This is an optimization exercise on Yosys and OpenROAD, whose aim is small area, not a production implementation.
The RTL was checked by simulation tests, not by an equivalence proof against the original design.
Power figures rest on the tool's default switching activity, not on a simulated workload.

== the previous run ==
==> flow/design.v (excerpt) <==
module go_back_n_sender_top #(
	parameter int WINDOW = 5
) (
	input  logic        clk,
	input  logic        arst_n,
	input  logic        in_valid,
	output logic        in_stall,
	input  logic [1:0]  command,
	input  logic [15:0] seq_num,
	input  logic        end_of_message,
	input  logic [15:0] conn_id,
	input  logic [15:0] dest_address,
	input  logic [15:0] src_address,
	input  logic [9:0]  payload_len,
	input  logic [31:0] payload_word,
	output logic        out_valid,
	input  logic        out_stall,
	output logic [2:0]  kind,
	output logic [15:0] out_seq,
	output logic        out_eom,
	output logic [15:0] out_conn,
	output logic [15:0] out_dest,
	output logic [15:0] out_src,
	output logic [9:0]  out_len,
	output logic [31:0] out_payload,
	output logic        last_of_run,
	input  logic        psel,
	input  logic        penable,
	input  logic        pwrite,
	input  logic [3:0]  paddr,
	input  logic [31:0] pwdata,
	output logic [31:0] prdata,
	output logic        pready
);
	typedef enum logic [3:0] {
		S_IDLE, S_INS, S_TA, S_TB, S_SCAN, S_REL, S_DNEW, S_DCONF, S_RSND,
		S_EABT, S_EDISC, S_ECONF1
	} state_t;
	localparam logic [1:0] M_IDLE = 2'd0, M_AWAIT = 2'd1, M_CONN = 2'd2, M_BREAK = 2'd3;
	logic [106:0] d_q [5];
	logic [2:0]   rk_q [5];
	logic [106:0] in_f;
	logic [106:0] h;
	logic [15:0]  h_seq, h_conn;
	logic [2:0]   h_rk;
	logic         ins;
	logic [2:0]   rk_in;
	state_t      st_q;
	logic [1:0]  mode_q;
	logic [2:0]  cnt_q;
	logic [2:0]  k_q;
	logic [2:0]  sc_q;
	logic        nm_q;
	logic        fa_q;
	logic        arm_q;
	logic [15:0] c_q;
	logic [15:0] f_q;
	logic [15:0] lim_q [3];
	logic        ov_q;
	logic [2:0]  kind_q;
	logic        last_q;
	logic [15:0] o_seq_q, o_conn_q;
	logic [74:0] o_rest_q;
	logic        acc;
	logic        out_free;
	logic        seq_hit;
	logic        at_k;
	logic        busy_conn;
	logic        t_ph, t_idle, t_fire, t_inc, t_sa, t_sb;
	logic [15:0] t_lim;
	gbn_timers u_timers (
		.clk(clk), .arst_n(arst_n), .start_a(t_sa), .start_b(t_sb), .inc(t_inc),
  ...
For scale: about 1800 cells after synthesis, ~300 I/O pins, about 24000 sq um of cells after synthesis.
clock: 5.0 ns
lec_check: 0
cap_margin: 20
core_margin: 2
core_utilization: 70
cts_buf_list: sky130_fd_sc_hd__clkbuf_8
cts_cluster_diameter: 60
cts_cluster_size: 16
slew_margin: 20
standard.sh (not shown) runs the stock make flow with config.mk's settings and CLKGATE_MAP_FILE= SYNTH_SCRIPT=/design/flow/synth_recipe.tcl, a recipe that flattens the netlist after the stock synthesis.
==> flow/flow/run.sh <==
#!/bin/bash
set -euo pipefail
export BUFFER_PORTS_ARGS="-buffer_cell sky130_fd_sc_hd__buf_1"
export CTS_ARGS="-sink_clustering_enable -repair_clock_nets -sink_clustering_size 20 -sink_clustering_max_diameter 60 -buf_list sky130_fd_sc_hd__clkbuf_8 -dont_use_dummy_load"
bash standard.sh > standard.log 2>&1
Input changes introduced in the current run (baseline for comparison: the previous run):
==> flow/flow/run.sh <==
#!/bin/bash
set -euo pipefail
export BUFFER_PORTS_ARGS="-buffer_cell sky130_fd_sc_hd__buf_1"
bash standard.sh > standard.log 2>&1
### Flow results
The current run: post-synthesis to final-layout area growth 1.3 points above the previous run
Summary of the current run over the previous run: sequential power flat, fill cell instance count of the final layout down about 2.6%, share of total power in the clock network up 2.2 points.
Summary of the current run over the previous run: clock skew shrank by 0.040 ns; met1 track demand over resource in global routing grew by 1.1 points.
Compared to the previous run, the router laid down more metal wire for the current run.
met4 as the top layer reached by signal wires was reported by the current run, and met5 by the previous run.


Setup of violet:
go_back_n_sender_top, a different RTL version from the one above (not shown whole).
For scale: about 1600 cells after synthesis, ~780 flip-flops, ~300 I/O pins, about 22000 sq um of cells after synthesis.
Settings: LEC_CHECK=0, CAP_MARGIN=20, CORE_MARGIN=2, CORE_UTILIZATION=70, CTS_BUF_LIST=sky130_fd_sc_hd__clkbuf_8, CTS_CLUSTER_DIAMETER=60, CTS_CLUSTER_SIZE=16, SLEW_MARGIN=20; clock period 5.0 ns.
==> flow/flow/run.sh <==
#!/bin/bash
# The standard layout (standard.sh) with three changes:
#  - synthesis maps the logic with an area-oriented abc script (my_synth.tcl,
#    area.script); the registers are unchanged;
#  - the port buffers are the smallest buffer cell (sky130_fd_sc_hd__buf_1);
#  - clock tree synthesis uses clkbuf_8 clusters and adds no dummy loads.
set -euo pipefail
here=$(pwd)
export MY_ABC_SCRIPT="$here/flow/area.script"
export BUFFER_PORTS_ARGS="-buffer_cell sky130_fd_sc_hd__buf_1"
export CTS_ARGS="-sink_clustering_enable -repair_clock_nets -sink_clustering_size 24 -sink_clustering_max_diameter 60 -buf_list sky130_fd_sc_hd__clkbuf_16 -dont_use_dummy_load"
sed "s#SYNTH_SCRIPT=[^ ]*#SYNTH_SCRIPT=$here/flow/my_synth.tcl#" standard.sh > my_standard.sh
grep -q "SYNTH_SCRIPT=$here/flow/my_synth.tcl" my_standard.sh
bash my_standard.sh > standard.log 2>&1
==> flow/flow/area.script <==
strash
&get -n
&st
&dch
&nf -R 1000
&put
==> flow/flow/my_synth.tcl <==
# The standard flow's synthesis script (synth_recipe.tcl), with the final abc mapping run
# on an area-oriented script (flow/area.script) in place of the ORFS one.
# Only the combinational mapping changes; the registers are those of the
# standard synthesis.
proc synth {args} { yosys synth -nofsm -noshare {*}$args }
proc abc {args} {
  set i [lsearch $args -script]
  if {$i >= 0} { lset args [expr {$i + 1}] $::env(MY_ABC_SCRIPT) }
  yosys abc {*}$args
}
source $::env(SCRIPTS_DIR)/synth.tcl
# left out here: clear keep_hierarchy, flatten, clean up, hide names made inside functions, write 1_2_yosys.v
diff inputs: violet => sierra
diff --git a/flow/flow/run.sh b/flow/flow/run.sh
--- a/flow/flow/run.sh
+++ b/flow/flow/run.sh
@@ -10,3 +10,3 @@
 export BUFFER_PORTS_ARGS="-buffer_cell sky130_fd_sc_hd__buf_1"
-export CTS_ARGS="-sink_clustering_enable -repair_clock_nets -sink_clustering_size 24 -sink_clustering_max_diameter 60 -buf_list sky130_fd_sc_hd__clkbuf_16 -dont_use_dummy_load"
+export CTS_ARGS="-sink_clustering_enable -repair_clock_nets -sink_clustering_size 16 -sink_clustering_max_diameter 60 -buf_list sky130_fd_sc_hd__clkbuf_8 -dont_use_dummy_load"
 sed "s#SYNTH_SCRIPT=[^ ]*#SYNTH_SCRIPT=$here/flow/my_synth.tcl#" standard.sh > my_standard.sh
==> flow/flow/area.script <==
strash
dch
amap
--- outcome ---
The flow completed for sierra, but it is not clean: the layout still shows negative setup slack. violet and sierra ended up with roughly the same die width. Initial DRC count went up by more than a quarter going from violet to sierra. Lower number of buffers and inverters on the critical path goes to violet over sierra. As of sierra, reported clock group power had fallen by more than 10% compared to violet. Compared sierra against violet; netlist area before placement within noise. Looking at mux share of post-synthesis cell area across sierra and violet, the one that comes out lower is sierra. The end of the critical path comes out k_q[0] in one run and k_q[2] in the other, namely in violet and sierra respectively.


go_back_n_sender_top, a different RTL version from the one above (not shown whole).
Size: roughly 1600 cells after synthesis, roughly 300 I/O pins.
Settings: LEC_CHECK=0, CAP_MARGIN=20, CORE_MARGIN=2, CORE_UTILIZATION=70, CTS_BUF_LIST=sky130_fd_sc_hd__clkbuf_8, CTS_CLUSTER_DIAMETER=60, CTS_CLUSTER_SIZE=16, SLEW_MARGIN=20; clock period 5.0 ns.
==> flow/flow/run.sh <==
#!/bin/bash
# The standard layout (standard.sh) with three changes:
#  - synthesis maps the logic with an area-oriented abc script (my_synth.tcl,
#    area.script); the registers are unchanged;
#  - the port buffers are the smallest buffer cell (sky130_fd_sc_hd__buf_1);
#  - clock tree synthesis uses clkbuf_4 clusters of 10 sinks and adds no dummy loads.
set -euo pipefail
here=$(pwd)
export MY_ABC_SCRIPT="$here/flow/area.script"
export BUFFER_PORTS_ARGS="-buffer_cell sky130_fd_sc_hd__buf_1"
export CTS_ARGS="-sink_clustering_enable -repair_clock_nets -sink_clustering_size 10 -sink_clustering_max_diameter 60 -buf_list sky130_fd_sc_hd__clkbuf_4 -dont_use_dummy_load"
sed "s#SYNTH_SCRIPT=[^ ]*#SYNTH_SCRIPT=$here/flow/my_synth.tcl#" standard.sh > my_standard.sh
grep -q "SYNTH_SCRIPT=$here/flow/my_synth.tcl" my_standard.sh
bash my_standard.sh > standard.log 2>&1
==> flow/flow/area.script <==
strash
&get -n
&st
&dch
&nf -R 1000
&put
Scripts as last shown in full above: flow/flow/my_synth.tcl
The starting point finished with timing, DRC and antenna clean.
==> next run, changes <==
--- a/flow/flow/run.sh
+++ b/flow/flow/run.sh
@@ -4,5 +4,5 @@
 #    area.script); the registers are unchanged;
 #  - the port buffers are the smallest buffer cell (sky130_fd_sc_hd__buf_1);
-#  - clock tree synthesis uses clkbuf_4 clusters of 10 sinks and adds no dummy loads.
+#  - clock tree synthesis uses clkbuf_8 clusters and adds no dummy loads.
 set -euo pipefail
 here=$(pwd)
Flip-flop and latch count stays the same.
Core utilization is unchanged.
Maximum frequency is unchanged.
Synthesized area stays the same.
Cell count does not change.
Global-route usage does not change.
Sequential share of layout area does not change.
Wire length does not change.
Design area stays the same.
Clock-buffer cell count stays the same.
==> next run, changes <==
- CAP_MARGIN: 20 -> 0
- SLEW_MARGIN: 20 -> 0
Routed wire length barely changes.
Count of clock-buffer cells in the layout grows by 1.
Maximum frequency shrinks by 0.66%.
Clock skew came out higher by 90 ps.
Worst setup slack got worse by 31 ps.
Combinational power hardly moves.
Cell area barely changes.
Sequential power is about the same.


go_back_n_sender_top, a different RTL version from the one above (not shown whole).
For scale: ~1900 cells after synthesis, ~800 flip-flops, ~300 I/O pins, roughly 24000 um2 of cells after synthesis.
Settings: LEC_CHECK=0, CAP_MARGIN=20, CORE_MARGIN=2, CORE_UTILIZATION=70, CTS_BUF_LIST=sky130_fd_sc_hd__clkbuf_8, CTS_CLUSTER_DIAMETER=60, CTS_CLUSTER_SIZE=16, SLEW_MARGIN=20; clock period 5.0 ns.
run.sh (not shown) runs the stock make flow with config.mk's settings and CLKGATE_MAP_FILE= SYNTH_SCRIPT=/design/flow/synth_recipe.tcl, a recipe that flattens the netlist after the stock synthesis.
Stock flow here: none of the scripts above is used.
Change:
- CORE_UTILIZATION: 70 -> 40
- CTS_BUF_LIST: sky130_fd_sc_hd__clkbuf_8 -> unset
- CTS_CLUSTER_DIAMETER: 60 -> unset
- CTS_CLUSTER_SIZE: 16 -> unset
Result: The changed run ran to the end with no violations. Wire length is lower by 1.5%. Area after synthesis stays the same. Critical path depth went down by 8. Total power goes up by 16%. Via count went down by 2.0%. Combinational power went down by about 1%. First-iteration DRC count fell by about 18%. Count of clock-buffer cells in the layout goes up by 51. Utilization is lower by 32 points. Worst hold slack got worse by 0.016 ns.
Change:
==> flow/flow/run.sh (new file) <==
#!/bin/bash
set -euo pipefail
export BUFFER_PORTS_ARGS="-buffer_cell sky130_fd_sc_hd__buf_1"
bash standard.sh > standard.log 2>&1
==> flow/standard.sh (new file) <==
#!/bin/bash
# synth_recipe.tcl (not shown) runs the flow's synth.tcl, then flattens the netlist and writes it again
# the make line also repeats each setting of config.mk as NAME=value (left out here)
make -C /OpenROAD-flow-scripts/flow DESIGN_CONFIG=/design/flow/config.mk WORK_HOME=/design/flow/orfs CLKGATE_MAP_FILE= SYNTH_SCRIPT=/design/flow/synth_recipe.tcl "${@:-finish}"
- CORE_UTILIZATION: 40 -> 70
- CTS_BUF_LIST: unset -> sky130_fd_sc_hd__clkbuf_8
- CTS_CLUSTER_DIAMETER: unset -> 60
- CTS_CLUSTER_SIZE: unset -> 16
removed: flow/run.sh
Clock-buffer cell count drops by 52.
Hold slack gains 0.013 ns.
Cell area drops by 13%.
Total power drops by 17%.
Routed wire length drops by 7.5%.
Synthesized area is unchanged.
Setup slack is about the same.
Via count stays flat.
Fmax stays flat.
Register-to-register slack gains 0.04 ns.


Setup of cedar:
RTL: one of the versions met above, not the one the previous note started from.
Size: ~1900 cells after synthesis, ~780 flip-flops, about 300 I/O pins, about 0.023 mm² of cells after synthesis.
==> flow/config.mk <==
export PLATFORM = sky130hd
export DESIGN_NAME = go_back_n_sender_top
export DESIGN_NICKNAME = go_back_n_sender_top
export VERILOG_FILES = /design/flow/design.v
export SDC_FILE = /design/flow/constraint.sdc
export NUM_CORES = 4
export LEC_CHECK = 0
export CAP_MARGIN = 20
export CORE_MARGIN = 2
export CORE_UTILIZATION = 70
export CTS_BUF_LIST = sky130_fd_sc_hd__clkbuf_8
export CTS_CLUSTER_DIAMETER = 60
export CTS_CLUSTER_SIZE = 16
export SLEW_MARGIN = 20
==> flow/constraint.sdc <==
create_clock -name core_clock -period 5.0 [get_ports {clk}]
set_input_delay 1.0000 -clock core_clock [delete_from_list [all_inputs] [get_ports {clk}]]
set_output_delay 1.0000 -clock core_clock [all_outputs]
set_load 0.01 [all_outputs]
standard.sh (not shown) runs the stock make flow with config.mk's settings and CLKGATE_MAP_FILE= SYNTH_SCRIPT=/design/flow/synth_recipe.tcl, a recipe that flattens the netlist after the stock synthesis.
==> flow/flow/run.sh <==
#!/bin/bash
set -euo pipefail
export BUFFER_PORTS_ARGS="-buffer_cell sky130_fd_sc_hd__buf_1"
export CTS_ARGS="-sink_clustering_enable -repair_clock_nets -sink_clustering_size 20 -sink_clustering_max_diameter 60 -buf_list sky130_fd_sc_hd__clkbuf_8 -dont_use_dummy_load"
bash standard.sh > standard.log 2>&1
cedar reached the final stage; the timing, DRC and antenna checks on its layout passed.
diff inputs: cedar => quartz
- CORE_UTILIZATION changed from 70 to 80
==> flow/flow/run.sh <==
#!/bin/bash
set -euo pipefail
export BUFFER_PORTS_ARGS="-buffer_cell sky130_fd_sc_hd__buf_1"
export CTS_ARGS="-sink_clustering_enable -repair_clock_nets -sink_clustering_size 14 -sink_clustering_max_diameter 60 -buf_list sky130_fd_sc_hd__clkbuf_8 -dont_use_dummy_load"
bash standard.sh > standard.log 2>&1
Findings:
- For routed wire length, dividing the value from cedar by the value from quartz gives 0.76.
- Area of the die, cedar and quartz, lower one = quartz.
- The run showing the greater buffering overhead is cedar.
- quartz vs. cedar: sequential share of cell area went down 0.36 points; final non-filler cell area up 140 µm²; measured slew at the worst slew-check pin shrank by 0.12 ns; via count went up by about 11%.
Changes in delta relative to quartz:
- CORE_UTILIZATION now 70, was 80
==> flow/flow/run.sh <==
#!/bin/bash
# The standard layout (standard.sh) with three changes:
#  - synthesis maps the logic with an area-oriented abc script (my_synth.tcl,
#    area.script); the registers are unchanged;
#  - the port buffers are the smallest buffer cell (sky130_fd_sc_hd__buf_1);
#  - clock tree synthesis uses clkbuf_8 clusters and adds no dummy loads.
set -euo pipefail
here=$(pwd)
export MY_ABC_SCRIPT="$here/flow/area.script"
export BUFFER_PORTS_ARGS="-buffer_cell sky130_fd_sc_hd__buf_1"
export CTS_ARGS="-sink_clustering_enable -repair_clock_nets -sink_clustering_size 16 -sink_clustering_max_diameter 60 -buf_list sky130_fd_sc_hd__clkbuf_8 -dont_use_dummy_load"
sed "s#SYNTH_SCRIPT=[^ ]*#SYNTH_SCRIPT=$here/flow/my_synth.tcl#" standard.sh > my_standard.sh
grep -q "SYNTH_SCRIPT=$here/flow/my_synth.tcl" my_standard.sh
bash my_standard.sh > standard.log 2>&1
==> flow/flow/area.script (new file) <==
strash
&get -n
&st
&dch
&nf -R 1000
&put
==> flow/flow/my_synth.tcl (new file) <==
# The standard flow's synthesis script (synth_recipe.tcl), with the final abc mapping run
# on an area-oriented script (flow/area.script) in place of the ORFS one.
# Only the combinational mapping changes; the registers are those of the
# standard synthesis.
proc synth {args} { yosys synth -nofsm -noshare {*}$args }
proc abc {args} {
  set i [lsearch $args -script]
  if {$i >= 0} { lset args [expr {$i + 1}] $::env(MY_ABC_SCRIPT) }
  yosys abc {*}$args
}
source $::env(SCRIPTS_DIR)/synth.tcl
# left out here: clear keep_hierarchy, flatten, clean up, hide names made inside functions, write 1_2_yosys.v
==> summary.txt <==
- [delta] part of the cycle the worst path needs rose 2.4 points relative to quartz
- [delta vs quartz] via count: lower in delta
- delta — cell area after layout about 2.7% lower, quartz as reference
- According to the power report, total power for delta is lower than for quartz.
- Share of total power consumed by net switching (lower): delta
- In the tables for delta and quartz, final setup slack of the worst path reads lower with delta.

## what the ideal ports hide
Ports are ideal in the flow. The routed layouts listed here were re-timed in OpenROAD. Step 1: set_driving_cell puts a clkbuf_16 on clk and a buf_2 on each other input, an assumption about the parent block. Step 2 times the ports against the registers' clock, not the clock port: input delays grow and output delays shrink by t, the midpoint of the rising clock arrivals with the driver on. Slacks: ideal ports / drivers / drivers and shift; pairs: ideal ports / drivers.
run | t (ns) | setup WS [ns] | worst setup path after step 2 | slew at the worst register clock pin (ns) | pins driven straight from the clock port
the previous run | 0.642 | 0.580 / 0.580 / 0.580 | register to register | 0.11 / 0.11 | 1
the current run | 0.681 | 0.550 / 0.550 / 0.550 | register to register | 0.10 / 0.10 | 1
violet | 0.583 | 0.480 / 0.446 / 0.480 | register to register | 0.09 / 0.09 | 1
sierra | 0.651 | -0.148 / -0.148 / -0.148 | register to register | 0.10 / 0.10 | 1
the first run of note 3 | 0.774 | 0.328 / 0.280 / 0.328 | register to register | 0.11 / 0.11 | 1
the second run of note 3 | 0.774 | 0.328 / 0.280 / 0.328 | register to register | 0.11 / 0.11 | 1
the third run of note 3 | 0.733 | 0.297 / 0.297 / 0.297 | register to register | 0.11 / 0.11 | 1
the first run of note 4 | 0.719 | 0.254 / 0.254 / 0.254 | register to register | 0.11 / 0.11 | 1
the second run of note 4 | 0.661 | 0.338 / 0.313 / 0.313 | input to output | 0.07 / 0.07 | 1
the third run of note 4 | 0.714 | 0.336 / 0.284 / 0.465 | register to register | 0.11 / 0.11 | 1
cedar | 0.637 | 0.699 / 0.699 / 0.699 | register to register | 0.12 / 0.12 | 1
quartz | 0.649 | 0.588 / 0.588 / 0.588 | register to register | 0.12 / 0.12 | 1
delta | 0.632 | 0.469 / 0.422 / 0.486 | register to register | 0.10 / 0.10 | 1
For the second run of note 4, which loses most, drivers alone change the setup slack by -0.025 ns; drivers and shift together by -0.025 ns.
